This design comes from an exercise in tuning for small area on the open sky130 flow, not from production work. The RTL was checked by simulation tests, not by an equivalence proof against the original design.

==> flow/design.v, too long to show whole: its modules and the start of the top module <==
// module rp_adc_frontend: 33 lines
// module rp_pid_channel: 2781 lines
// module rp_fa: 10 lines
// module rp_ha: 9 lines
// module rp_err: 141 lines
// module rp_hn: 9 lines
// module rp_xn2: 7 lines
// module rp_or2: 7 lines
// module rp_output_limiter: 81 lines
// module rp_dac_formatter: 28 lines
// module rp_lock_top: 59 lines
module rp_lock_top (
  input  logic         adc_clk,
  input  logic         rst_n_i,
  input  logic [31:0]  adc_dat_i,
  input  logic         digital_loop_i,
  input  logic [93:0]  pid_cfg_i,
  input  logic [83:0]  limit_cfg_i,
  output logic [13:0]  dac_dat_o,
  output logic         dac_sel_o,
  output logic [3:0]   railed_o
);
  // ...
==> flow/flow/run.sh <==
#!/bin/bash
# Layout flow: the standard ORFS flow (standard.sh, with its unchanged synthesis), with
#  - the buffers Yosys/ABC inserted removed at floorplan (repair_design later buffers what
#    the placed design needs),
#  - the port buffers that global placement inserts made of the smallest buffer cell,
#  - after floorplan and again after placement repair, cells on paths with spare slack sized
#    down (flow/recover_fp.tcl, flow/recover.tcl),
#  - clock tree synthesis without dummy load cells, from clkbuf_8 leaf buffers driving small clusters.
# make's full output goes to flow_make.log; each ORFS step logs under orfs/logs/.
set -euo pipefail
cd "$(dirname "$0")/.."
bash standard.sh \
  REMOVE_ABC_BUFFERS=1 \
  BUFFER_PORTS_ARGS="-buffer_cell sky130_fd_sc_hd__buf_1" \
  POST_FLOORPLAN_TCL="$PWD/flow/recover_fp.tcl" \
  POST_RESIZE_TCL="$PWD/flow/recover.tcl" \
  CTS_ARGS="-sink_clustering_enable -repair_clock_nets -dont_use_dummy_load -root_buf sky130_fd_sc_hd__clkbuf_16 -buf_list sky130_fd_sc_hd__clkbuf_8 -sink_clustering_size 10 -sink_clustering_max_diameter 60" \
  finish > flow_make.log 2>&1
==> flow/flow/recover.tcl <==
# After placement repair: downsize cells on paths that have slack to spare (the
# resizer's power recovery), so that cells Yosys/ABC sized up for speed shrink back.
log_cmd estimate_parasitics -placement
log_cmd repair_timing -recover_power 100 -setup_margin 0.5
report_worst_slack
==> flow/flow/recover_fp.tcl <==
# After floorplan (before placement, so with ideal wires): downsize cells that synthesis
# sized up for speed, keeping 1.0 ns of setup slack for the wires; placement and the
# later repair steps size up or buffer again wherever the placed design needs it.
log_cmd repair_timing -recover_power 100 -setup_margin 1.0
report_worst_slack
==> flow/standard.sh <==
#!/bin/bash
# synth_recipe.tcl (not shown) runs the flow's synth.tcl, then flattens the netlist and writes it again
# the make line also repeats each setting of config.mk as NAME=value (left out here)
make -C /OpenROAD-flow-scripts/flow DESIGN_CONFIG=/design/flow/config.mk WORK_HOME=/design/flow/orfs CLKGATE_MAP_FILE= SYNTH_SCRIPT=/design/flow/synth_recipe.tcl "${@:-finish}"
==> flow/config.mk <==
export PLATFORM = sky130hd
export DESIGN_NAME = rp_lock_top
export DESIGN_NICKNAME = rp_lock_top
export VERILOG_FILES = /design/flow/design.v
export SDC_FILE = /design/flow/constraint.sdc
export NUM_CORES = 4
export LEC_CHECK = 0
export CAP_MARGIN = 5
export CORE_MARGIN = 2
export CORE_UTILIZATION = 40
export GPL_TIMING_DRIVEN = 0
export PLACE_DENSITY = 0.7
export SLEW_MARGIN = 5
export SYNTH_HIERARCHICAL = 1
export SYNTH_MINIMUM_KEEP_SIZE = 0
==> flow/constraint.sdc <==
create_clock -name core_clock -period 13.0 [get_ports {adc_clk}]
set_input_delay 2.6000 -clock core_clock [delete_from_list [all_inputs] [get_ports {adc_clk}]]
set_output_delay 2.6000 -clock core_clock [all_outputs]
set_load 0.01 [all_outputs]
==> out/results.tsv, run 1 <==
stage	metric	value	unit
critical_path	start_kind	input port	
grt	grtUsageTotal	23.4	%
critical_path	slowest_stage	a31oi_1	
routing	dr.first_iter.drc_count	2089	
run_status	status	finished clean	
finish	multi_input_area_share	79.6	%
finish	drive_gt1_share	6.58	%
synth	yosys_warnings	10	
finish	seqCellArea	4070	sq um
synth	syn_area_per_cell	10.5	sq um
synth	synth_cell_types	89	
grt	antenna_found_initial	35	
sta	setup_ws	0.512	ns
finish	inv_count	157	
sta	setup_viol	0	
finish	area_growth	6.17	%
synth	synth-xor-area-share	4.37	%
clocking	cts_setup_buffers	0	
placed_design	numPortBuffers	227	
finish	antenna_cells	8	
synth	synth_compound_area_share	6.81	%
synth	synth_cells	3416	
sta	max_freq	0.0801	GHz
sta	slew-limit-headroom	10.6	%
routing	via_per_inst	5.61	
synth	synth_top_family_by_area	adder cells	
synth	synth-adder-area-share	54.4	%
clocking	cts_tree	done	
floorplanning	die_w	304	um
synth	synth-edff-count	0	
==> run 2, diff against run 1 <==
==> flow/flow/recover_fp.tcl (replaced) <==
# After floorplan (before placement, so with ideal wires): downsize cells that synthesis
# sized up for speed, keeping 0.6 ns of setup slack for the wires; placement and the
# later repair steps size up or buffer again wherever the placed design needs it.
log_cmd repair_timing -recover_power 100 -setup_margin 0.6
report_worst_slack
==> run 2 against run 1 <==
Net effect: cell area stayed put; synthesized cell count stayed put; final cell count stayed put; wire length stayed put; setup slack stayed put; sequential share of layout area stayed put; non-clock buffer count stayed put; critical path type unchanged; critical endpoint unchanged.
==> out/results.tsv, run 2 <==
stage	metric	value	unit	change
run_status	status	finished clean		
clocking	clkTransAtPathRegs	0.09	ns	
worst_hold_path	hold_depth	1		
floorplanning	fp.coreArea	89600	sq um	
synth	synth_most_common_cell	nand2_1		
grt	grtUsageTotal	23.4	%	unchanged
routing	via_per_inst	5.61		unchanged
placed_design	numPortBuffers	227		unchanged
finish	largest_register_ffs	56		
sta	finalHoldViolCount	0		
clocking	numCtsBuffers	17		
floorplanning	initial_core_util	40.2	%	
grt	grt_max_degree	43		
sta	finalMaxSlewViolations	0		
sta	rsz0062_at_grt	false		
clocking	cts_hold_buf	0		
critical_path	cp_common_cell	fa_1		
worst_hold_path	worstHoldPathType	reg2reg		
critical_path	path_max_fanout	23		
routing	dr.first_iter.drc_count	2089		unchanged
routing	drt_wl_total	104	mm	
floorplanning	die_area	92400	sq um	
sta	fin_tns_setup	0	ns	
routing	wire_per_inst	22.3	um	
critical_path	slowest_stage	a31oi_1		
synth	ys_top_cells_by_count	964 x nand2_1, 934 x fa_1, 162 x clkbuf_1		
synth	ys_ff_latch	159		
synth	synth_cell_types	89		unchanged
critical_path	max_stage_delay	0.91	ns	
finish	fillerInstances	8447		
sta	max_freq	0.0801	GHz	unchanged
sta	holdWs	0.446	ns	
clocking	cts.sinks	159		
clocking	ctsRootBufferMaster	clkbuf_16		
sta	worst_clock_skew	0.0269	ns	
floorplanning	rows	110		
finish	layout_commonest_cell	nand2_1		
finish	final_cell_mix	966 x nand2_1, 928 x fa_1, 223 x buf_1		
routing	antenna_left	0		
synth	syn_area_per_cell	10.5	sq um	unchanged
grt	grt_pass1_wl	166	mm	
routing	dr.pass1.iters	5		
synth	synth-edff-count	0		unchanged
finish	multi_input_area	30400	sq um	
floorplanning	die_h	304	um	
critical_path	crit_path_end_kind	flip-flop		
critical_path	worstPathRequired	13.22	ns	
finish	seqCellArea	4070	sq um	unchanged
critical_path	ff2ff_path_depth	34		
critical_path	arrival	12.71	ns	
synth	synth_largest_area_cell	fa_1		
sta	fin_crit_sh	96.1	%	
clocking	clkLatencyLatePin	0.43	ns	
synth	yosys_warnings	10		unchanged
grt	grt_remaining_overflow	0		
routing	drc_errors	0		
clocking	clk_path_buf_depth	2		
synth	synth_area_leaders	fa_1 52%, nand2_1 10%, dfrtp_1 6.3%		
finish	fin_util	42.6	%	
critical_path	start_kind	input port		
clocking	cts-htree-levels	4		
sta	worstMarginPinSlew	1.34	ns	
finish	fin_nets	4681		
finish	regMostFlops	g_ch.i_pid.integ_nq		
finish	drive_gt1_share	6.58	%	unchanged
grt	antenna_found_initial	35		unchanged
run	drv_cap	0		
sta	post-route-min-period	12.49	ns	
placed_design	place_congestion	0.928		
sta	slew-limit-headroom	10.6	%	unchanged
placed_design	dp_hpwl	82.2	mm	
synth	synth_cells	3416		unchanged
critical_path	critPathKind	in2reg		
routing	num_vias	26200		
grt	grt_pass1_vias	29200		
synth	netlist_area	36000	sq um	
floorplanning	io_pins	232		
floorplanning	die_w	304	um	unchanged
synth	async_flop_share	100	%	
synth	synthFlopType	dfrtp_1		
finish	area_growth	6.17	%	unchanged
synth	synth.top_cell.area_share	52.0	%	
sta	setup_viol	0		unchanged
clocking	cts_tree	done		
synth	yosysSeqAreaShare	11.3	%	
[run 2: cell families (layout without fill, tap and decap cells)]
kind of cell             count (synthesis)  count (layout)  share of synthesized area [%]
buffers and inverters                  373             435                           4.70
multiplexers                            74              74                           2.17
flip-flops                             159             159                           11.3
adder cells (fa/ha/maj)               1008            1008                           54.4
AO/OA/AOI/OAI                          280             280                           6.81
AND/OR/NAND/NOR                       1344            1344                           16.2
XOR/XNOR                               178             178                           4.37
other                                    0               8                              0
[run 2: timing repair]
item	in CTS	in global routing
pin swaps	0	2
resized for setup	5	8
buffers inserted	0	4
setup endpoints to repair	22	80
[run 2: stage by stage]
step           setup WS [ns]  instance area [sq um]  cells
6_report               0.512                  38200   4662
5_1_grt               0.0288                  38200   4662
4_1_cts                0.150                  38000   4648
3_5_place_dp          -0.717                  37700   4631
3_3_place_gp           -2.40                  37200   4603
2_1_floorplan          0.423                  34900   3200
[run 2: worst paths after layout]
kind | startpoint | end | slack [ns]
min in group asynchronous | rst_n_i | g_ch[1].i_limit.lim_q[5] | 1.95
max in group asynchronous | rst_n_i | g_ch[0].i_pid.ctrl_q[6] | 9.28
max | pid_cfg_i[32] | g_ch[0].i_pid.ctrl_q[2] | 0.51
min | g_ch[0].i_limit.lim_q[7] | i_dac.code_q[7] | 0.45
min reg2reg | g_ch[0].i_limit.lim_q[7] | i_dac.code_q[7] | 0.45
max reg2reg | i_frontend.sample_q[0] | g_ch[0].i_pid.ctrl_q[2] | 2.45
[run 2: metal layers]
layer | up-vias | share of wire, % | track usage [%]
met1 | 13900 | 41 | 31.5
met3 | 247 | 9.5 | 6.49
met4 | 46 | 3.3 | 7.99
met2 | 1101 | 46 | 36.5
li1 | 10900 | - | -
met5 | - | 0.26 | 0
[run 2: worst max-delay path, delay by kind of cell]
family          cells  cell delay (ns)
fa+ha+maj          14             5.25
buf+inv             6             0.70
simple gates        8             1.15
compound gates      6             2.55
xor+xnor            2             0.42
[run 2: area by class of cell]
type / instances / share of cell area [%]
tap: 1176 / 3.85
antenna: 8 / 0.0524
clock buffer: 17 / 0.642
timing repair buffer: 261 / 3.63
sequential: 159 / 10.6
inverter: 157 / 1.54
multi-input combinational: 2884 / 79.6
[run 2: Yosys stat by module (local to each module, per instance), excerpt]
module | flops+latches | times used | cells
rp_pid_channel | 42 | 2 | 861
rp_output_limiter | 16 | 2 | 174
rp_adc_frontend | 28 | 1 | 88
rp_dac_formatter | 15 | 1 | 32
rp_err | 0 | 2 | 59
rp_fa | 0 | 934 | 1
rp_ha | 0 | 10 | 1
rp_xn2 | 0 | 82 | 1
rp_or2 | 0 | 82 | 1

==> port drivers added, routing unchanged <==
Ports are ideal in the flow. The routed layouts listed here were re-timed in OpenROAD.
Step 1: set_driving_cell puts a clkbuf_16 on adc_clk and a buf_2 on each other input, an assumption about the parent block.
Step 2 adds t to the input delays and takes it off the output delays; t is the mean of the earliest and latest rising clock arrival at the registers after step 1. Input paths then give back, and output paths get back, about the clock's delay inside the block.
Three values: ideal, step 1, step 2; two values: the first two.
| run | t, ns | setup slack, ns | slew at the worst register clock pin (ns) | worst data-port slew with drivers (ns) |
|---|---|---|---|---|
| run 1 | 0.468 | 0.512 / 0.536 / 0.068 | 0.10 / 0.10 | 0.19 |
| run 2 | 0.468 | 0.512 / 0.536 / 0.068 | 0.10 / 0.10 | 0.19 |
After both steps every run listed still meets setup and hold.
